This design comes from an exercise in tuning for small area and a short achievable clock period on the open sky130 flow, not from production work. Where RTL was checked, it was by simulation tests only, not by an equivalence proof against the original. The RTL of runs 1 to 4 was laid out without a check of its function.

[design.v]
package m_extension;
   typedef enum logic [2:0] {
      F3_MUL    = 3'b000,
      F3_MULH   = 3'b001,
      F3_MULHSU = 3'b010,
      F3_MULHU  = 3'b011
   } m_funct3;
   typedef enum logic [1:0] {
      IDLE = 2'b00,
      BUSY = 2'b01,
      RESP = 2'b10
   } mul_ctrl_state_t;
   localparam int MUL_LAT_DEFAULT = 5;
endpackage
import m_extension::*;
module mul_issue_ctrl
#(
   parameter int MUL_LAT = m_extension::MUL_LAT_DEFAULT
) (
   input  logic        clk,
   input  logic        rst,
   input  logic        req_valid,
   output logic        req_ready,
   input  logic [31:0] req_rs1,
   input  logic [31:0] req_rs2,
   input  m_extension::m_funct3     req_funct3,
   input  logic        flush,
   output logic        resp_valid,
   output logic [31:0] resp_data,
   input  logic        resp_ready,
   output logic [15:0] hit_count
);
   logic        idle_r;
   logic        resp_r;
   logic [4:0]  step_r;
   logic        busy;
   logic [31:0] op_a_r;
   logic        op_as_r;       
   logic [31:0] op_b_r;
   logic        op_bs_r;       
   logic [2:0]  op_f_r;
   logic [33:0] acc_r;
   logic        ov_r;          
   logic [31:0] lo_r;
   logic [31:0] last_rs1_r;
   logic [31:0] last_rs2_r;
   logic [2:0]  last_f_r;
   logic [31:0] last_result_r;
   logic        last_valid_r;
   logic [15:0] hit_count_r;
   logic        req_ready_s;
   logic        accept_s;
   logic        match_s;
   logic        hit_s;
   logic        miss_s;
   logic        complete_s;
   assign busy = |step_r;
   always_comb begin
      req_ready_s = ~flush & (idle_r | (resp_r & resp_ready));
      accept_s    = req_valid & req_ready_s;
      match_s     = last_valid_r & (req_rs1 == last_rs1_r) & (req_rs2 == last_rs2_r) &
                    (req_funct3 == last_f_r);
      hit_s       = accept_s & match_s;
      miss_s      = accept_s & ~match_s;
      complete_s  = ~flush & step_r[4];
   end
   always_ff @(posedge clk) begin
      if (rst || flush) begin
         idle_r <= 1'b1;
         resp_r <= 1'b0;
         step_r <= 5'd0;
      end else begin
         idle_r <= ~accept_s & (idle_r | (resp_r & resp_ready));
         resp_r <= hit_s | step_r[4] | (resp_r & ~resp_ready);
         step_r <= {step_r[3:0], miss_s};
      end
   end
   localparam logic [41:0] SIGN_FIX = 42'h35400000000;   
   logic               last_step;
   logic [7:0]         chunk;
   logic [8:0]         bits;
   logic [32:0]        a_x;
   logic [3:0]         b_neg;
   logic [3:0]         b_one;
   logic [3:0]         b_two;
   logic [33:0]        row [4];
   logic [41:0]        t_s;
   logic [41:0]        t_sum;
   logic [31:0]        result_s;
   assign last_step = step_r[4];
   assign chunk     = last_step ? {8{op_bs_r}} : op_b_r[7:0];
   assign bits      = {chunk, ov_r};
   assign a_x       = {op_as_r, op_a_r};
   always_comb begin
      for (int i = 0; i < 4; i++) begin
         b_neg[i] = bits[2*i+2];
         b_one[i] = bits[2*i+1] ^ bits[2*i];
         b_two[i] = (bits[2*i+2] & ~bits[2*i+1] & ~bits[2*i]) |
                    (~bits[2*i+2] & bits[2*i+1] & bits[2*i]);
         for (int j = 0; j < 33; j++) begin
            row[i][j] = ((b_one[i] & a_x[j]) | (b_two[i] & ((j == 0) ? 1'b0 : a_x[j-1]))) ^ b_neg[i];
         end
         row[i][33] = ~(((b_one[i] | b_two[i]) & a_x[32]) ^ b_neg[i]);
      end
      t_sum = {8'd0, ~acc_r[33], acc_r[32:0]} +
              {8'd0, row[0]} + {6'd0, row[1], 2'd0} + {4'd0, row[2], 4'd0} + {2'd0, row[3], 6'd0} +
              {35'd0, b_neg[3], 1'b0, b_neg[2], 1'b0, b_neg[1], 1'b0, b_neg[0]} +
              SIGN_FIX;
   end
   assign t_s      = t_sum;
   assign result_s = (op_f_r == F3_MUL) ? lo_r : t_s[31:0];
   always_ff @(posedge clk) begin
      if (!busy) begin
         op_a_r  <= req_rs1;
         op_as_r <= ((req_funct3 == F3_MULH) || (req_funct3 == F3_MULHSU)) & req_rs1[31];
         op_b_r  <= req_rs2;
         op_bs_r <= (req_funct3 == F3_MULH) & req_rs2[31];
         op_f_r  <= req_funct3;
         acc_r   <= 34'd0;
         ov_r    <= 1'b0;
      end else begin
         op_b_r  <= {op_b_r[7:0], op_b_r[31:8]};
         acc_r   <= t_s[41:8];
         ov_r    <= op_b_r[7];
         lo_r    <= {t_s[7:0], lo_r[31:8]};
      end
   end
   always_ff @(posedge clk) begin
      if (complete_s) begin
         last_rs1_r    <= op_a_r;
         last_rs2_r    <= op_b_r;
         last_f_r      <= op_f_r;
         last_result_r <= result_s;
      end
   end
   always_ff @(posedge clk) begin
      if (rst) begin
         last_valid_r <= 1'b0;
         hit_count_r  <= 16'd0;
      end else begin
         if (complete_s) begin
            last_valid_r <= 1'b1;
         end
         if (hit_s && (hit_count_r != 16'hFFFF)) begin
            hit_count_r <= hit_count_r + 16'd1;
         end
      end
   end
   assign req_ready  = req_ready_s;
   assign resp_valid = resp_r;
   assign resp_data  = last_result_r;
   assign hit_count  = hit_count_r;
endmodule
[run.sh]
#!/bin/bash
# synth_recipe.tcl (not shown) runs the flow's synth.tcl, then flattens the netlist and writes it again
# the make line also repeats each setting of config.mk as NAME=value (left out here)
make -C /OpenROAD-flow-scripts/flow DESIGN_CONFIG=/design/flow/config.mk WORK_HOME=/design/flow/orfs CLKGATE_MAP_FILE= SYNTH_SCRIPT=/design/flow/synth_recipe.tcl finish
[config.mk]
export PLATFORM = sky130hd
export DESIGN_NAME = mul_issue_ctrl
export DESIGN_NICKNAME = mul_issue_ctrl
export VERILOG_FILES = /design/flow/design.v
export SDC_FILE = /design/flow/constraint.sdc
export NUM_CORES = 4
export LEC_CHECK = 0
export ABC_CLOCK_PERIOD_IN_PS = 5000
export CAP_MARGIN = 20
export CORE_MARGIN = 2
export CORE_UTILIZATION = 40
export SETUP_SLACK_MARGIN = 5.0
export SLEW_MARGIN = 20
[constraint.sdc]
create_clock -name core_clock -period 10.0 [get_ports {clk}]
set_input_delay 2.0000 -clock core_clock [delete_from_list [all_inputs] [get_ports {clk}]]
set_output_delay 2.0000 -clock core_clock [all_outputs]
set_load 0.01 [all_outputs]
==> run_results.csv, run 1 <==
group,metric,value,unit
routing,routed_via_density,5.53,
critical_path,critPathMaxFanout,14,
critical_path,critical_path_arrival,6160,ps
die,row_count,77,
grt,antenna_found_initial,0,
cells_and_area,area_delta_synth_final,27.4,%
synth,ys_ff_latch,259,
cells_and_area,drive_gt1_share,17.7,%
routing,drtPass1Iterations,6,
routing,ant_nets,0,
synth,synth_fp_nets,2068,
die,die_width,214,um
cells_and_area,antenna_cells,0,
timing,drv_slew,0,
hold_path,min_path_type,"flip-flop to flip-flop",
die,die-area,45900,um^2
synth,synth_cell_types,68,
timing,report.final.hold_viol_count,0,
timing,fin_crit,5630,ps
run_status,outcome,"complete, no violations",
place,gp_congestion,0.851,
grt,grt_usage,21.5,%
synth,avgSynthCellArea,9.75,um^2
grt,grt_max_degree,82,
synth,yosysWarnings,2,
grt,grt_overflow,0,
place,dpl.hpwl,35.4,mm
cts,cts_root_buffer,"clkbuf_16",
synth,netlist_area,17700,um^2
cells_and_area,num-fill-cells,3989,
die,ios,122,
critical_path,critPathLaunchType,"flip-flop",
cts,clkTransAtPathRegs,60,ps
critical_path,crit_required,10530,ps
timing,fin_crit_sh,56.3,%
routing,drc_errors,0,
timing,worst_clock_skew,13.7,ps
cells_and_area,final_nets,2220,
cts,numCtsBuffers,29,
cells_and_area,multi_input_area,10800,um^2
place,pre_cts_ws,3350,ps
synth,postSynth.asyncResetShare,0,%
grt,grt_first_pass_wirelength,78.6,mm
timing,rsz0062_at_grt,"true",
die,core_area,43900,um^2
cells_and_area,fin_area,22500,um^2
critical_path,end_kind,"flip-flop",
die,die_h,214,um
cells_and_area,finish.utilization,51.2,%
synth,yosysSeqAreaShare,38.9,%
cells_and_area,ff_latch_area,6880,um^2
job,drv_cap,0,
routing,wl_per_cell,20.1,um
die,start_util,40.2,%
timing,slew_headroom,41.2,%
grt,grt_pass1_vias,13900,
timing,fmaxAchievable,178,MHz
synth,synth_cells,1812,
timing,setup_tns,0,ps
timing,setup_violations,0,
routing,drtIter0Drc,1278,
place,placed_area,19600,um^2
cts,insertion_delay,590,ps
timing,tightest_slew,883,ps
cts,h-tree-depth,1,
synth,dominantRegCellSynth,"edfxtp_1",
critical_path,r2r_setup_slack,4370,ps
routing,finalWirelength,51.8,mm
critical_path,crit_type,"flip-flop to flip-flop",
cts,cts_sinks,259,
timing,hold_ws,426,ps
place,port_buffers,121,
cts,clock_path_buffers,3,
routing,num_vias,14200,
synth,synth_edf_count,168,
cts,cts_tree,"done",
timing,fin_ws,4370,ps
## sequential cells by signal, summed over array words and instances (netlist names), 3 cells and up
name / count
last_f_r: 3
hit_count_r: 16
op_b_r: 32
last_result_r: 32
last_rs2_r: 32
op_a_r: 32
step_r: 5
last_rs1_r: 32
op_f_r: 3
lo_r: 32
acc_r: 34
## through the flow
step	std cells
3_3_place_gp	2430
2_1_floorplan	1812
5_1_grt	2577
3_5_place_dp	2430
4_1_cts	2546
6_report	2577
## cell usage in the layout, fill, tap and decap left out, types with 18 or more instances in the layout
master	count
inv_1	202
buf_4	71
maj3_1	22
o21ai_0	50
ha_1	62
ha_4	18
clkbuf_16	33
a21oi_1	39
o21ai_1	28
xor2_1	97
fa_1	92
clkdlybuf4s50_1	119
nand2_1	188
a21oi_2	27
o22ai_1	25
xnor2_1	65
dfxtp_1	84
a22oi_1	124
a21o_1	31
buf_6	19
nor2_1	72
edfxtp_1	168
## repair_timing
action | in CTS | in global routing
pin swaps | 70 | 70
setup endpoints to repair | 65 | 55
hold buffers | 0 | 0
cloned | 10 | 2
setup buffers | 54 | 29
resized for setup | 131 | 119
## routing by layer
layer / global-route usage, % / vias to the layer above / routed length [um]
li1: - / 6573 / -
met1: 28.8 / 7005 / 22300
met2: 36.3 / 525 / 24400
met3: 2.57 / 143 / 2930
met4: 6.60 / 0 / 2160
met5: 0 / - / 0
## final timing paths
path | from | cells past startpoint | to
worst max-delay path | step_r[4] | 24 | acc_r[26]
worst min-delay path | op_b_r[19] | 0 | last_rs2_r[19]
worst max register to register | step_r[4] | 24 | acc_r[26]
worst min register to register | op_b_r[19] | 0 | last_rs2_r[19]
## layout make-up
type / count / share of cell area (%)
clock buffer: 42 / 3.85
sequential: 259 / 30.6
tap: 592 / 3.29
inverter: 212 / 3.56
timing repair buffer: 227 / 10.2
multi-input combinational: 1235 / 48.1
clock inverter: 10 / 0.367
## Yosys cell counts, types with 8 or more instances
| library cell | instances | share of area [%] |
|---|---|---|
| o21ai_0 | 70 | 2.0 |
| clkbuf_1 | 104 | 2.2 |
| nand2b_1 | 10 | 0.35 |
| edfxtp_1 | 168 | 29 |
| xnor2_1 | 76 | 3.8 |
| nor4_1 | 9 | 0.32 |
| and3_1 | 8 | 0.28 |
| nor2_1 | 85 | 1.8 |
| o21ai_1 | 19 | 0.54 |
| dfxtp_1 | 91 | 10 |
| xor2_1 | 99 | 4.9 |
| nand2_1 | 194 | 4.1 |
| nor3_1 | 20 | 0.57 |
| inv_1 | 210 | 4.5 |
| o22ai_1 | 37 | 1.3 |
| nand3_1 | 12 | 0.34 |
| nor2b_1 | 11 | 0.39 |
| and2_1 | 11 | 0.39 |
| maj3_1 | 26 | 1.5 |
| ha_1 | 87 | 6.2 |
| mux2i_1 | 8 | 0.45 |
| buf_1 | 8 | 0.17 |
| a21o_1 | 33 | 1.4 |
| a22oi_1 | 131 | 5.6 |
| or3_1 | 10 | 0.35 |
| fa_1 | 97 | 11 |
| a21oi_1 | 75 | 2.1 |
| nand4_1 | 16 | 0.57 |
## cell families (layout without fill, tap and decap cells)
kind of cell,after synthesis,in the layout,share of synthesized area (%)
compound gates,430,430,16.0
xor+xnor,175,175,8.67
fa+ha+maj,210,210,18.6
buf+inv,325,491,6.91
flops,259,259,38.9
mux,10,10,0.581
simple gates,403,410,10.3
## critical path: stages, from the launching register on
cell,delay [ps]
dfxtp_4,370
clkinvlp_4,170
buf_6,170
a21oi_4,170
buf_12,140
buf_4,130
nand2_8,100
o21ai_2,140
a21oi_2,90
fa_1,590
inv_2,50
fa_1,500
inv_1,50
fa_1,480
ha_4,290
o211ai_1,100
o211ai_1,450
a221oi_4,110
buf_6,150
o41ai_4,280
buf_4,190
a41o_1,200
a31oi_1,110
or4_1,420
nand2_1,80
==> run 2: changes to the inputs <==
--- a/config.mk
+++ b/config.mk
@@ -6,5 +6,5 @@
 export NUM_CORES = 4
 export LEC_CHECK = 0
-export ABC_CLOCK_PERIOD_IN_PS = 5000
+export ABC_CLOCK_PERIOD_IN_PS = 4000
 export CAP_MARGIN = 20
 export CORE_MARGIN = 2
@@ -12,2 +12,3 @@
 export SETUP_SLACK_MARGIN = 5.0
 export SLEW_MARGIN = 20
+export TNS_END_PERCENT = 100
==> run 2 against run 1 <==
Effect of this change: still clean on timing, DRC and antenna; cell count is the same; setup slack is the same; sequential share of layout area is the same; clock-buffer cell count is the same; die area is the same; clock skew is the same; register-to-register slack is essentially flat; fmax is the same; first-iteration DRC count is the same; via count is the same; critical path type unchanged; critical endpoint unchanged; highest routed layer unchanged.
==> run_results.csv, run 2 <==
group,metric,value,unit
run_status,outcome,"complete, no violations",
routing,wl_per_cell,20.1,um
routing,routed_via_density,5.53,
critical_path,critical_path_arrival,6160,ps
cells_and_area,final_nets,2220,
timing,report.final.hold_viol_count,0,
critical_path,critPathMaxFanout,14,
synth,postSynth.asyncResetShare,0,%
synth,synth_cells,1812,
timing,hold_ws,426,ps
routing,drc_errors,0,
cts,clock_path_buffers,3,
grt,grt_pass1_vias,13900,
hold_path,min_from,"op_b_r[19]",
grt,grt_first_pass_wirelength,78.6,mm
critical_path,r2r-start,"step_r[4]",
timing,setup_tns,0,ps
die,die_width,214,um
cts,cts_root_buffer,"clkbuf_16",
cts,clkTransAtPathRegs,60,ps
cts,cts_sinks,259,
timing,fin_crit_sh,56.3,%
timing,fin_ws,4370,ps
timing,fmaxAchievable,178,MHz
synth,netlist_area,17700,um^2
critical_path,critPathLaunchType,"flip-flop",
timing,tightest_slew,883,ps
hold_path,min_path_type,"flip-flop to flip-flop",
synth,yosys-top-cells-area,"edfxtp_1 (29%), fa_1 (11%), dfxtp_1 (10%)",
cells_and_area,fin_cells,2577,
timing,slew_headroom,41.2,%
cells_and_area,finish.utilization,51.2,%
cells_and_area,final_common_cell,"inv_1",
synth,avgSynthCellArea,9.75,um^2
cells_and_area,num-fill-cells,3989,
die,core_area,43900,um^2
synth,dominantRegCellSynth,"edfxtp_1",
cts,cts_tree,"done",
critical_path,crit_type,"flip-flop to flip-flop",
die,row_count,77,
cts,numCtsBuffers,29,
grt,grt_max_degree,82,
cts,h-tree-depth,1,
place,placed_cells,2430,
cells_and_area,drive_gt1_share,17.7,%
die,ios,122,
place,dpl.hpwl,35.4,mm
synth,synth_top_area_share,28.5,%
timing,drv_slew,0,
routing,ant_nets,0,
synth,yosysWarnings,2,
timing,rsz0062_at_grt,"true",
timing,worst_clock_skew,13.7,ps
cells_and_area,largest_register_ffs,34,
synth,synth.most_common_cell,"inv_1",
place,pre_cts_ws,3350,ps
grt,grt_usage,21.5,%
critical_path,end_kind,"flip-flop",
cts,hold_buffers,0,
synth,synthTopCellsByCount,"inv_1 (210), nand2_1 (194), edfxtp_1 (168)",
place,port_buffers,121,
cells_and_area,layout_common_cells,"inv_1 (202), nand2_1 (188), edfxtp_1 (168)",
synth,synth_edf_count,168,
cells_and_area,area_delta_synth_final,27.4,%
grt,antenna_found_initial,0,
synth,yosysSeqAreaShare,38.9,%
cts,insertion_delay,590,ps
routing,finalWirelength,51.8,mm
synth,synth_top_area_cell,"edfxtp_1",
job,drv_cap,0,
timing,fin_crit,5630,ps
synth,synth_cell_types,68,
synth,ys_ff_latch,259,
die,die_h,214,um
routing,num_vias,14200,
synth,synth_fp_nets,2068,
cells_and_area,fin_area,22500,um^2
critical_path,crit_required,10530,ps
timing,setup_violations,0,
place,placed_area,19600,um^2
grt,grt_overflow,0,
die,die-area,45900,um^2
routing,drtIter0Drc,1278,
routing,drtPass1Iterations,6,
die,start_util,40.2,%
critical_path,setup.worst_path.start,"step_r[4]",
cells_and_area,top_register,"acc_r",
place,gp_congestion,0.851,
cells_and_area,antenna_cells,0,
run 2: routing by layer:
metal  share of wire (%)  track usage [%]  vias to the layer above
met4                 4.2             6.60                        0
met1                  43             28.8                     7005
met2                  47             36.3                      525
li1                    -                -                     6573
met5                   0                0                        -
met3                 5.7             2.57                      143
run 2: cell type report:
class | count | area (um^2) | area share [%]
Tap cell | 592 | 741 | 3.29
Multi-Input combinational cell | 1235 | 10800 | 48.1
Clock inverter | 10 | 82.6 | 0.367
Sequential cell | 259 | 6880 | 30.6
Clock buffer | 42 | 867 | 3.85
Timing Repair Buffer | 227 | 2300 | 10.2
Inverter | 212 | 801 | 3.56
run 2: kinds of logic (layout without fill, tap and decap cells):
kind of cell | count (synthesis) | count (layout) | share of synthesized area [%]
xor+xnor | 175 | 175 | 8.67
flops | 259 | 259 | 38.9
buf+inv | 325 | 491 | 6.91
mux | 10 | 10 | 0.581
fa+ha+maj | 210 | 210 | 18.6
compound gates | 430 | 430 | 16.0
simple gates | 403 | 410 | 10.3
run 2: critical path: stages (launching register included):
cell        delay (ps)
dfxtp_4            370
clkinvlp_4         170
buf_6              170
a21oi_4            170
buf_12             140
buf_4              130
nand2_8            100
o21ai_2            140
a21oi_2             90
fa_1               590
inv_2               50
fa_1               500
inv_1               50
fa_1               480
ha_4               290
o211ai_1           100
o211ai_1           450
a221oi_4           110
buf_6              150
o41ai_4            280
buf_4              190
a41o_1             200
a31oi_1            110
or4_1              420
nand2_1             80
run 2: timing repair:
| action | 4_1_cts | 5_1_grt |
|---|---|---|
| pin swaps | 70 | 70 |
| setup endpoints to repair | 65 | 55 |
| buffers inserted | 54 | 29 |
| gates resized for setup | 131 | 119 |
| gates cloned | 10 | 2 |
run 2: final timing paths:
path	endpoint	slack (ps)	cells after the start
max	acc_r[26]	4370	24
min	last_rs2_r[19]	430	0
max reg2reg	acc_r[26]	4370	24
min reg2reg	last_rs2_r[19]	430	0
==> run 3: changes to the inputs <==
--- a/design.v
+++ b/design.v
@@ -123,6 +123,8 @@
          acc_r   <= t_s[41:8];
          ov_r    <= op_b_r[7];
-         lo_r    <= {t_s[7:0], lo_r[31:8]};
       end
+   end
+   always_ff @(posedge clk) begin
+      lo_r <= {t_s[7:0], lo_r[31:8]};
    end
    always_ff @(posedge clk) begin
--- a/config.mk
+++ b/config.mk
@@ -6,5 +6,4 @@
 export NUM_CORES = 4
 export LEC_CHECK = 0
-export ABC_CLOCK_PERIOD_IN_PS = 4000
 export CAP_MARGIN = 20
 export CORE_MARGIN = 2
@@ -12,3 +11,2 @@
 export SETUP_SLACK_MARGIN = 5.0
 export SLEW_MARGIN = 20
-export TNS_END_PERCENT = 100
==> run 3 against run 2 <==
Effect of this change: clock skew increased by 9.4 ps; sequential share of layout area decreased by 1.4 points; critical path depth unchanged; cell area decreased by 0.16%; first-iteration DRC count decreased by 12%; flip-flop and latch count unchanged; critical path type unchanged; critical endpoint is now acc_r[31]; highest routed layer is now met5.
==> run_results.csv, run 3 <==
group,metric,value,unit
cells_and_area,top_register,"acc_r",
job,drv_cap,0,
cells_and_area,area_delta_synth_final,29.7,%
synth,yosysSeqAreaShare,37.8,%
die,row_count,76,
grt,grt_first_pass_wirelength,76.5,mm
critical_path,critPathLaunchType,"flip-flop",
synth,synth_edf_count,136,
synth,avgSynthCellArea,9.94,um^2
die,core_area,42900,um^2
run_status,outcome,"complete, no violations",
critical_path,crit_required,10530,ps
cells_and_area,fin_area,22500,um^2
timing,setup_tns,0,ps
critical_path,crit_chain,"and2_4, a21o_4, buf_12, nor2_4, buf_12, nand2_4, o21ai_2, a21oi_2, fa_1, inv_2, fa_1, inv_1, fa_1, ha_4, nor2b_4, o211ai_1, buf_4, a21oi_4, o21a_1, o311a_4, o211ai_4, a21oi_2, or4_1, nand2_1",
cts,cts_tree,"done",
synth,synth_top_area_cell,"edfxtp_1",
synth,synth_top_family_by_area,"adder cells",
timing,rsz0062_at_grt,"true",
synth,synth_top_area_share,23.6,%
place,port_buffers,121,
die,ios,122,
cells_and_area,final_nets,2159,
synth,yosys-top-cells-area,"edfxtp_1 (24%), dfxtp_1 (14%), fa_1 (11%)",
timing,fin_crit,5490,ps
hold_path,min_path_type,"flip-flop to flip-flop",
synth,synthTopCellsByCount,"inv_1 (197), edfxtp_1 (136), xnor2_1 (131)",
die,die_h,212,um
synth,synth_cells,1744,
timing,drv_slew,0,
cts,clock_path_buffers,3,
timing,fin_crit_sh,54.9,%
critical_path,r2r_setup_slack,4510,ps
timing,slew_headroom,31.8,%
synth,ys_ff_latch,259,
cells_and_area,fin_cells,2512,
cts,cts_root_buffer,"clkbuf_16",
place,gp_congestion,0.872,
timing,hold_ws,350,ps
routing,num_vias,13600,
timing,worst_clock_skew,23.2,ps
routing,wl_per_cell,19.9,um
synth,synth_fp_nets,2000,
routing,drtIter0Drc,1120,
routing,drc_errors,0,
synth,synth.most_common_cell,"inv_1",
routing,finalWirelength,49.9,mm
synth,dominantRegCellSynth,"edfxtp_1",
die,start_util,40.4,%
critical_path,end_kind,"flip-flop",
synth,postSynth.asyncResetShare,0,%
critical_path,critPathMaxFanout,8,
cells_and_area,drive_gt1_share,23.0,%
timing,tightest_slew,1020,ps
place,dpl.hpwl,34.6,mm
critical_path,worst_path_largest_cell_delay,570,ps
place,placed_cells,2352,
timing,report.final.hold_viol_count,0,
synth,synth-simple-area-share,8.51,%
timing,setup_violations,0,
critical_path,crit_type,"flip-flop to flip-flop",
grt,grt_usage,21.9,%
synth,yosys.area_share.xor_xnor,10.4,%
cells_and_area,final_common_cell,"inv_1",
grt,grt_pass1_vias,13400,
synth,synth_adder_area_share,19.0,%
synth,netlist_area,17300,um^2
place,placed_area,19300,um^2
cts,h-tree-depth,1,
critical_path,crit_top_cell,"fa_1",
grt,grt_max_degree,82,
synth,synth-compound-area-share,15.2,%
die,die-area,45000,um^2
synth,synth_cell_types,68,
die,die_width,212,um
cts,numCtsBuffers,29,
cells_and_area,layout_common_cells,"inv_1 (180), edfxtp_1 (136), clkdlybuf4s50_1 (119)",
cells_and_area,largest_register_ffs,34,
routing,routed_via_density,5.41,
synth,yosysWarnings,2,
routing,drtPass1Iterations,6,
timing,fmaxAchievable,182,MHz
grt,grt_overflow,0,
routing,ant_nets,0,
cts,cts_sinks,259,
critical_path,crit_slowest_cell,"fa_1",
cells_and_area,finish.utilization,52.4,%
grt,antenna_found_initial,2,
critical_path,critical_path_arrival,6020,ps
cts,clkTransAtPathRegs,60,ps
cts,insertion_delay,600,ps
synth,synthMuxAreaShare,2.35,%
run 3: layout make-up:
cell class,count,area [um^2]
flip-flops and latches,259,6560
multi-input cells,1181,11100
well taps,585,732
diodes,1,2.50
inverters,197,743
clock inverters,18,150
repair buffers,235,2370
fillers,3785,20400
clock buffers,36,772
run 3: stage by stage:
stage,setup WS [ps]
after floorplan,4780
after global placement,3130
after detailed placement,2980
after CTS,4490
after global routing,4340
final,4510
run 3: routing by layer:
metal / global-route usage [%] / vias up / wire [um]
met4: 8.74 / 2 / 1860
met2: 36.2 / 517 / 23700
met3: 3.38 / 101 / 2990
met1: 29.0 / 6650 / 21300
met5: 0 / - / 12
li1: - / 6328 / -
run 3: cell families after synthesis:
kind of cell    after synthesis
xor+xnor                    205
simple gates                322
mux                          37
fa+ha+maj                   210
compound gates              401
flops                       259
buf+inv                     310
run 3: path summary, 6_finish.rpt:
check	startpoint	to	cells after the start
worst max-delay path	op_bs_r	acc_r[31]	24
worst min-delay path	lo_r[22]	lo_r[14]	0
worst max register to register	op_bs_r	acc_r[31]	24
worst min register to register	lo_r[22]	lo_r[14]	0
run 3: repair_timing:
action                     4_1_cts  5_1_grt
setup endpoints to repair       67       54
resized for setup              155      164
hold buffers                     0        0
buffers inserted                57       37
gates cloned                     7        4
pin swaps                       56       77
run 3: worst max-delay path, delay by kind of cell (launching register included):
kind / cells / cell delay (ps)
adder cells (fa/ha/maj): 4 / 1810
AO/OA/AOI/OAI: 9 / 1640
AND/OR/NAND/NOR: 6 / 1010
buffers and inverters: 5 / 550
flip-flops: 1 / 420
==> run 4: changes to the inputs <==
--- a/design.v
+++ b/design.v
@@ -41,5 +41,4 @@
    logic [2:0]  op_f_r;
    logic [33:0] acc_r;
-   logic        ov_r;          
    logic [31:0] lo_r;
    logic [31:0] last_rs1_r;
@@ -77,25 +76,35 @@
    end
    localparam logic [41:0] SIGN_FIX = 42'h35400000000;   
-   logic               last_step;
-   logic [7:0]         chunk;
-   logic [8:0]         bits;
+   function automatic logic [11:0] booth_enc(input logic [8:0] b);
+      logic [3:0] neg;
+      logic [3:0] one;
+      logic [3:0] two;
+      for (int i = 0; i < 4; i++) begin
+         neg[i] = b[2*i+2];
+         one[i] = b[2*i+1] ^ b[2*i];
+         two[i] = (b[2*i+2] & ~b[2*i+1] & ~b[2*i]) | (~b[2*i+2] & b[2*i+1] & b[2*i]);
+      end
+      booth_enc = {two, one, neg};
+   endfunction
    logic [32:0]        a_x;
    logic [3:0]         b_neg;
    logic [3:0]         b_one;
    logic [3:0]         b_two;
+   logic [11:0]        booth_r;
+   logic [11:0]        booth_next;
+   logic [7:0]         chunk_next;
    logic [33:0]        row [4];
    logic [41:0]        t_s;
    logic [41:0]        t_sum;
    logic [31:0]        result_s;
-   assign last_step = step_r[4];
-   assign chunk     = last_step ? {8{op_bs_r}} : op_b_r[7:0];
-   assign bits      = {chunk, ov_r};
-   assign a_x       = {op_as_r, op_a_r};
+   assign a_x        = {op_as_r, op_a_r};
+   assign chunk_next = step_r[3] ? {8{op_bs_r}} : op_b_r[15:8];
+   assign booth_next = busy ? booth_enc({chunk_next, op_b_r[7]}) : booth_enc({req_rs2[7:0], 1'b0});
+   assign {b_two, b_one, b_neg} = booth_r;
+   always_ff @(posedge clk) begin
+      booth_r <= booth_next;
+   end
    always_comb begin
       for (int i = 0; i < 4; i++) begin
-         b_neg[i] = bits[2*i+2];
-         b_one[i] = bits[2*i+1] ^ bits[2*i];
-         b_two[i] = (bits[2*i+2] & ~bits[2*i+1] & ~bits[2*i]) |
-                    (~bits[2*i+2] & bits[2*i+1] & bits[2*i]);
          for (int j = 0; j < 33; j++) begin
             row[i][j] = ((b_one[i] & a_x[j]) | (b_two[i] & ((j == 0) ? 1'b0 : a_x[j-1]))) ^ b_neg[i];
@@ -118,9 +127,7 @@
          op_f_r  <= req_funct3;
          acc_r   <= 34'd0;
-         ov_r    <= 1'b0;
       end else begin
          op_b_r  <= {op_b_r[7:0], op_b_r[31:8]};
          acc_r   <= t_s[41:8];
-         ov_r    <= op_b_r[7];
       end
    end
==> run 4 against run 3 <==
Effect of this change: die area hardly changed; clock-buffer cell count is 5 higher; critical path type is now primary input to flip-flop; worst hold slack worse by 0.68 ps; via count is 6.1% lower; flip-flop and latch count is 11 higher; clock skew is 8.5 ps lower; synthesized area hardly changed.
==> run_results.csv, run 4 <==
group,metric,value,unit
run_status,outcome,"complete, no violations",
cells_and_area,antenna_cells,0,
routing,num_vias,12800,
timing,report.final.hold_viol_count,0,
timing,fin_ws,5060,ps
synth,postSynth.asyncResetShare,0,%
die,die-area,45000,um^2
cts,hold_buffers,0,
die,die_h,212,um
synth,synth_edf_count,136,
synth,dominantRegCellSynth,"edfxtp_1",
timing,slew_headroom,41.2,%
synth,yosys-top-cells-area,"edfxtp_1 (24%), dfxtp_1 (15%), fa_1 (11%)",
critical_path,crit_required,10450,ps
cells_and_area,top_register,"acc_r",
synth,synth_adder_area_share,17.5,%
die,ios,122,
synth,avgSynthCellArea,9.93,um^2
critical_path,critPathMaxFanout,11,
timing,tightest_slew,879,ps
grt,grt_usage,20.9,%
die,row_count,76,
cells_and_area,final_common_cell,"xnor2_1",
timing,rsz0062_at_grt,"true",
cells_and_area,area_delta_synth_final,19.8,%
cells_and_area,largest_register_ffs,34,
timing,worst_clock_skew,14.6,ps
timing,hold_ws,350,ps
routing,routed_via_density,5.21,
routing,drtPass1Iterations,6,
cts,insertion_delay,570,ps
timing,fin_crit_sh,49.4,%
synth,synth_top_family_by_area,"adder cells",
timing,setup_tns,0,ps
place,gp_congestion,0.881,
timing,drv_slew,0,
cts,numCtsBuffers,30,
synth,yosysWarnings,2,
place,dpl.hpwl,34.5,mm
cts,cts_root_buffer,"clkbuf_16",
synth,synth_cell_types,63,
synth,synth.most_common_cell,"xnor2_1",
place,port_buffers,121,
routing,ant_nets,0,
synth,synth_fp_nets,2002,
critical_path,r2r_setup_slack,5150,ps
timing,setup_violations,0,
cells_and_area,layout_common_cells,"xnor2_1 (200), inv_1 (195), nand2_1 (174)",
grt,grt_pass1_vias,12700,
routing,finalWirelength,47.5,mm
critical_path,critical_path_arrival,5390,ps
synth,yosys.area_share.xor_xnor,11.6,%
cts,h-tree-depth,1,
cts,cts_sinks,270,
grt,grt_first_pass_wirelength,72.7,mm
job,drv_cap,0,
critical_path,crit_type,"primary input to flip-flop",
grt,grt_overflow,0,
die,start_util,40.4,%
synth,synth_top_area_cell,"edfxtp_1",
cells_and_area,final_nets,2098,
synth,ys_ff_latch,270,
critical_path,critPathLaunchType,"primary input",
synth,synthTopCellsByCount,"xnor2_1 (200), inv_1 (196), nand2_1 (175)",
cts,cts_tree,"done",
cts,clkTransAtPathRegs,70,ps
critical_path,end_kind,"flip-flop",
place,pre_cts_ws,4090,ps
synth,synthMuxAreaShare,0.968,%
synth,yosysSeqAreaShare,39.0,%
timing,fmaxAchievable,203,MHz
hold_path,min_path_type,"flip-flop to flip-flop",
synth,synth_top_area_share,23.6,%
cells_and_area,num-fill-cells,3981,
cells_and_area,finish.utilization,48.4,%
die,core_area,42900,um^2
synth,synth-simple-area-share,10.9,%
die,die_width,212,um
grt,antenna_found_initial,0,
timing,fin_crit,4940,ps
cells_and_area,drive_gt1_share,10.5,%
routing,wl_per_cell,19.4,um
cts,clock_path_buffers,3,
routing,drc_errors,0,
routing,drtIter0Drc,1131,
grt,grt_max_degree,72,
synth,synth_cells,1746,
synth,synth-compound-area-share,12.9,%
synth,netlist_area,17300,um^2
run 4: timing repair:
action	4_1_cts	5_1_grt
pin swaps	2	21
resized for setup	22	70
endpoints found under the setup margin	54	32
setup buffers	26	27
run 4: logic make-up after synthesis:
kind of cell	after synthesis
adder cells (fa/ha/maj)	184
buffers and inverters	317
flip-flops	270
AND/OR/NAND/NOR	401
multiplexers	16
XOR/XNOR	229
AO/OA/AOI/OAI	329
run 4: metrics by stage:
stage,instance area (um^2),cells
5_1_grt,20800,2451
2_1_floorplan,17300,1746
4_1_cts,20200,2424
6_report,20800,2451
3_3_place_gp,18900,2342
3_5_place_dp,18900,2342
run 4: area by class of cell:
type                    count  area [um^2]  share of cell area, %
flip-flops and latches    270         6790                   32.7
clock buffers              41          886                   4.27
inverters                 197          742                   3.57
clock inverters            15          143                  0.687
well taps                 585          732                   3.53
repair buffers            184         1750                   8.43
multi-input cells        1159         9710                   46.8
run 4: worst max-delay path, cell delays in order:
cell and delay, ps:
clkdlybuf4s50_1 440, xnor2_1 480, nand4_1 180, nor4_1 490, nand4_1 410, nor3_4 470
nand4_2 330, nor4_2 240, mux2_1 340
run 4: metal layers:
| metal | GRT usage [%] | up-vias | part of all wire, % |
|---|---|---|---|
| met5 | 0 | - | 0 |
| met4 | 7.80 | 0 | 3.7 |
| met3 | 2.91 | 73 | 5.5 |
| met2 | 31.8 | 435 | 43 |
| met1 | 30.3 | 6176 | 47 |
| li1 | - | 6078 | - |
run 4: final timing paths:
path                     from           endpoint  depth (start not counted)
hold reg to reg      lo_r[17]            lo_r[9]                          0
setup / recovery  req_rs2[27]    hit_count_r[11]                          9
setup reg to reg    op_a_r[8]  last_result_r[29]                         17
hold / removal       lo_r[17]            lo_r[9]                          0
==> run 5: changes to the inputs <==
--- a/design.v
+++ b/design.v
@@ -40,6 +40,6 @@
    logic        op_bs_r;       
    logic [2:0]  op_f_r;
-   logic [33:0] acc_r;
-   logic [31:0] lo_r;
+   logic signed [32:0] acc_r;
+   logic [27:0] lo_r;
    logic [31:0] last_rs1_r;
    logic [31:0] last_rs2_r;
@@ -75,48 +75,16 @@
       end
    end
-   localparam logic [41:0] SIGN_FIX = 42'h35400000000;   
-   function automatic logic [11:0] booth_enc(input logic [8:0] b);
-      logic [3:0] neg;
-      logic [3:0] one;
-      logic [3:0] two;
-      for (int i = 0; i < 4; i++) begin
-         neg[i] = b[2*i+2];
-         one[i] = b[2*i+1] ^ b[2*i];
-         two[i] = (b[2*i+2] & ~b[2*i+1] & ~b[2*i]) | (~b[2*i+2] & b[2*i+1] & b[2*i]);
-      end
-      booth_enc = {two, one, neg};
-   endfunction
-   logic [32:0]        a_x;
-   logic [3:0]         b_neg;
-   logic [3:0]         b_one;
-   logic [3:0]         b_two;
-   logic [11:0]        booth_r;
-   logic [11:0]        booth_next;
-   logic [7:0]         chunk_next;
-   logic [33:0]        row [4];
-   logic [41:0]        t_s;
-   logic [41:0]        t_sum;
+   logic               last_step;
+   logic [6:0]         chunk;
+   logic signed [7:0]  chunk_s;
+   logic signed [32:0] a_s;
+   logic signed [39:0] t_s;
    logic [31:0]        result_s;
-   assign a_x        = {op_as_r, op_a_r};
-   assign chunk_next = step_r[3] ? {8{op_bs_r}} : op_b_r[15:8];
-   assign booth_next = busy ? booth_enc({chunk_next, op_b_r[7]}) : booth_enc({req_rs2[7:0], 1'b0});
-   assign {b_two, b_one, b_neg} = booth_r;
-   always_ff @(posedge clk) begin
-      booth_r <= booth_next;
-   end
-   always_comb begin
-      for (int i = 0; i < 4; i++) begin
-         for (int j = 0; j < 33; j++) begin
-            row[i][j] = ((b_one[i] & a_x[j]) | (b_two[i] & ((j == 0) ? 1'b0 : a_x[j-1]))) ^ b_neg[i];
-         end
-         row[i][33] = ~(((b_one[i] | b_two[i]) & a_x[32]) ^ b_neg[i]);
-      end
-      t_sum = {8'd0, ~acc_r[33], acc_r[32:0]} +
-              {8'd0, row[0]} + {6'd0, row[1], 2'd0} + {4'd0, row[2], 4'd0} + {2'd0, row[3], 6'd0} +
-              {35'd0, b_neg[3], 1'b0, b_neg[2], 1'b0, b_neg[1], 1'b0, b_neg[0]} +
-              SIGN_FIX;
-   end
-   assign t_s      = t_sum;
-   assign result_s = (op_f_r == F3_MUL) ? lo_r : t_s[31:0];
+   assign last_step = step_r[4];
+   assign chunk     = last_step ? {{3{op_bs_r}}, op_b_r[3:0]} : op_b_r[6:0];
+   assign chunk_s   = {last_step & op_bs_r, chunk};
+   assign a_s       = {op_as_r, op_a_r};
+   assign t_s       = acc_r + a_s * chunk_s;
+   assign result_s  = (op_f_r == F3_MUL) ? {t_s[3:0], lo_r} : t_s[35:4];
    always_ff @(posedge clk) begin
       if (!busy) begin
@@ -126,17 +94,15 @@
          op_bs_r <= (req_funct3 == F3_MULH) & req_rs2[31];
          op_f_r  <= req_funct3;
-         acc_r   <= 34'd0;
+         acc_r   <= 33'd0;
       end else begin
-         op_b_r  <= {op_b_r[7:0], op_b_r[31:8]};
-         acc_r   <= t_s[41:8];
+         op_b_r  <= {op_b_r[6:0], op_b_r[31:7]};
+         acc_r   <= t_s[39:7];
+         lo_r    <= {t_s[6:0], lo_r[27:7]};
       end
-   end
-   always_ff @(posedge clk) begin
-      lo_r <= {t_s[7:0], lo_r[31:8]};
    end
    always_ff @(posedge clk) begin
       if (complete_s) begin
          last_rs1_r    <= op_a_r;
-         last_rs2_r    <= op_b_r;
+         last_rs2_r    <= {op_b_r[3:0], op_b_r[31:4]};
          last_f_r      <= op_f_r;
          last_result_r <= result_s;
--- a/config.mk
+++ b/config.mk
@@ -9,4 +9,3 @@
 export CORE_MARGIN = 2
 export CORE_UTILIZATION = 40
-export SETUP_SLACK_MARGIN = 5.0
 export SLEW_MARGIN = 20
==> run 5 against run 4 <==
Effect of this change: still clean; via count fell by 6.5%; first-iteration DRC count fell by 45%; critical path depth rose by 13; non-clock buffer count fell by 50; fmax fell by 30%; wire length fell by 5.4%; register-to-register slack got worse by 2200 ps; synthesized area rose by 5.0%; clock-buffer cell count fell by 3; setup slack got worse by 2100 ps; worst hold slack improved by 74 ps; largest cell class unchanged; highest routed layer unchanged.
==> run_results.csv, run 5 <==
group,metric,value,unit
cts,cts_tree,"done",
critical_path,reg2reg_depth,22,
critical_path,end_kind,"flip-flop",
synth,avgSynthCellArea,11.2,um^2
synth,postSynth.asyncResetShare,0,%
cts,cts_root_buffer,"clkbuf_16",
place,dpl.hpwl,35.1,mm
die,die_h,217,um
critical_path,crit_chain,"nand2_1, buf_4, o21ai_2, buf_4, nand2_1, fa_1, fa_1, inv_1, fa_1, fa_1, inv_1, fa_1, inv_1, ha_1, o21a_1, o31a_1, o311a_1, o31ai_1, o41ai_2, a211oi_1, xor2_1, o21ai_0",
grt,grt_pass1_vias,12800,
die,core_area,45200,um^2
cells_and_area,drive_gt1_share,5.99,%
timing,slew_headroom,39.6,%
critical_path,cpLargestDelayFamily,"adder cells",
cts,clkTransAtPathRegs,60,ps
cts,insertion_delay,570,ps
grt,grt_usage,19.6,%
timing,fin_crit_sh,70.3,%
hold_path,min_path_cells,0,
die,start_util,40.3,%
timing,fmaxAchievable,142,MHz
synth,synth_top_area_share,27.1,%
critical_path,worst_path_largest_cell_delay,710,ps
die,die_width,217,um
synth,synthTopCellsByCount,"fa_1 (235), inv_1 (205), edfxtp_1 (164)",
critical_path,crit_required,10290,ps
timing,drv_slew,0,
cells_and_area,area_delta_synth_final,15.7,%
critical_path,crit_type,"flip-flop to flip-flop",
synth,dominantRegCellSynth,"edfxtp_1",
timing,setup_violations,0,
synth,synth_fp_nets,2022,
routing,finalWirelength,45.0,mm
cts,cts_resized,0,
cts,hold_buffers,0,
place,port_buffers,121,
synth,yosys-top-cells-area,"edfxtp_1 (27%), fa_1 (26%), dfxtp_1 (9.8%)",
timing,hold_ws,424,ps
cells_and_area,final_nets,2138,
synth,yosysWarnings,1,
critical_path,crit_slowest_cell,"o31ai_1",
run_status,outcome,"complete, no violations",
grt,antenna_found_initial,1,
grt,grt_max_degree,62,
synth,netlist_area,18200,um^2
grt,grt_first_pass_wirelength,71.6,mm
cells_and_area,final_common_cell,"fa_1",
cts,cts_sinks,253,
place,placed_area,20100,um^2
cts,h-tree-depth,1,
hold_path,min_path_type,"flip-flop to flip-flop",
cts,clock_path_buffers,3,
synth,synth_cells,1631,
timing,report.final.hold_viol_count,0,
critical_path,worst-path-buf-inv,5,
routing,routed_via_density,5.04,
routing,num_vias,11900,
routing,drtIter0Drc,620,
cells_and_area,fin_area,21100,um^2
synth,ys_ff_latch,253,
timing,setup_tns,0,ps
job,drv_cap,0,
routing,drtPass1Iterations,5,
critical_path,critPathLaunchType,"flip-flop",
place,gp_congestion,0.843,
critical_path,worst-path-stages,22,
cts,numCtsBuffers,29,
cells_and_area,layout_common_cells,"fa_1 (235), inv_1 (204), edfxtp_1 (164)",
critical_path,critical_path_arrival,7320,ps
synth,synth_top_area_cell,"edfxtp_1",
routing,wl_per_cell,19.0,um
synth,synth_edf_count,164,
cells_and_area,largest_register_ffs,33,
grt,grt_overflow,0,
die,die-area,47200,um^2
synth,yosysSeqAreaShare,36.9,%
die,row_count,78,
critical_path,critPathMaxFanout,39,
timing,tightest_slew,907,ps
critical_path,crit_top_cell,"fa_1",
die,ios,122,
timing,rsz0062_at_grt,"false",
cells_and_area,top_register,"acc_r",
routing,drc_errors,0,
synth,synth.most_common_cell,"fa_1",
timing,fin_crit,7030,ps
timing,worst_clock_skew,12.8,ps
synth,synth_cell_types,57,
routing,ant_nets,0,
cts,post_cts_buffers,0,
## run 5: changes by cell type after synthesis, moves of 45 or more
cell,previous run,this run
xnor2_1,200,63
nor2b_1,17,83
a22oi_1,128,0
dfxtp_1,134,89
fa_1,97,235
and2_1,7,90
## run 5: worst register-to-register path, stage by stage, from the launching register on
cell	delay, ps
dfxtp_1	510
nand2_1	110
buf_4	280
o21ai_2	110
buf_4	360
nand2_1	150
fa_1	470
fa_1	540
inv_1	50
fa_1	460
fa_1	510
inv_1	60
fa_1	510
inv_1	50
ha_1	330
o21a_1	200
o31a_1	130
o311a_1	310
o31ai_1	710
o41ai_2	290
a211oi_1	310
xor2_1	210
o21ai_0	90
## run 5: routing by layer
layer	GRT usage (%)	vias to the layer above	wire [um]
li1	-	5569	-
met1	25.8	6086	19100
met2	34.3	215	23100
met3	2.33	68	1670
met4	5.43	0	1010
met5	0	-	0
## run 5: cell families after synthesis
group           synth area share, %
compound gates                 5.84
fa+ha+maj                      31.6
flops                          36.9
simple gates                   14.4
buf+inv                        5.25
mux                            1.86
xor+xnor                       4.14
## run 5: worst paths after layout
| path | from | endpoint | slack (ps) |
|---|---|---|---|
| worst max-delay path | step_r[4] | last_result_r[30] | 2970 |
| worst min register to register | op_b_r[9] | last_rs2_r[5] | 420 |
| worst min-delay path | op_b_r[9] | last_rs2_r[5] | 420 |
| worst max register to register | step_r[4] | last_result_r[30] | 2970 |
## run 5: through the flow
stage	worst slack [ps]	utilization, %	std cells
2_1_floorplan	2990	-	1631
3_3_place_gp	2850	44.5	2316
3_5_place_dp	2710	44.5	2316
4_1_cts	2670	46.6	2370
5_1_grt	2540	46.6	2370
6_report	2970	46.6	2371
## run 5: final cells by class
class,instances,area [um^2]
clock inverters,16,140
well taps,600,751
fillers,4197,24100
diodes,1,2.50
inverters,205,772
clock buffers,38,822
repair buffers,134,1310
multi-input cells,1124,10600
flip-flops and latches,253,6710

afterwards: timing with drivers on the ports:
In the flow no input, the clock included, has a driving cell. The finished layouts below were timed again as built, in two steps. Step 1 assumes that a clkbuf_16 drives the clock port and a buf_2 every other input. Step 2 adds t to the input delays and takes it off the output delays; t is the mean of the earliest and latest rising clock arrival at the registers after step 1. Input paths then give back, and output paths get back, about the clock's delay inside the block. Three values: ideal, step 1, step 2; two values: the first two.
run | t (ns) | setup slack, ns | worst data-port slew with drivers (ns)
run 1 | 0.639 | 4.370 / 4.370 / 4.370 | 0.06
run 2 | 0.639 | 4.370 / 4.370 / 4.370 | 0.06
run 3 | 0.637 | 4.505 / 4.505 / 4.505 | 0.08
run 4 | 0.625 | 5.063 / 5.092 / 4.466 | 0.06
run 5 | 0.619 | 2.973 / 2.973 / 2.973 | 0.07
After both steps setup and hold are still met in every run listed. For run 4, which loses most, drivers alone change the setup slack by +0.029 ns; drivers and shift together by -0.597 ns.
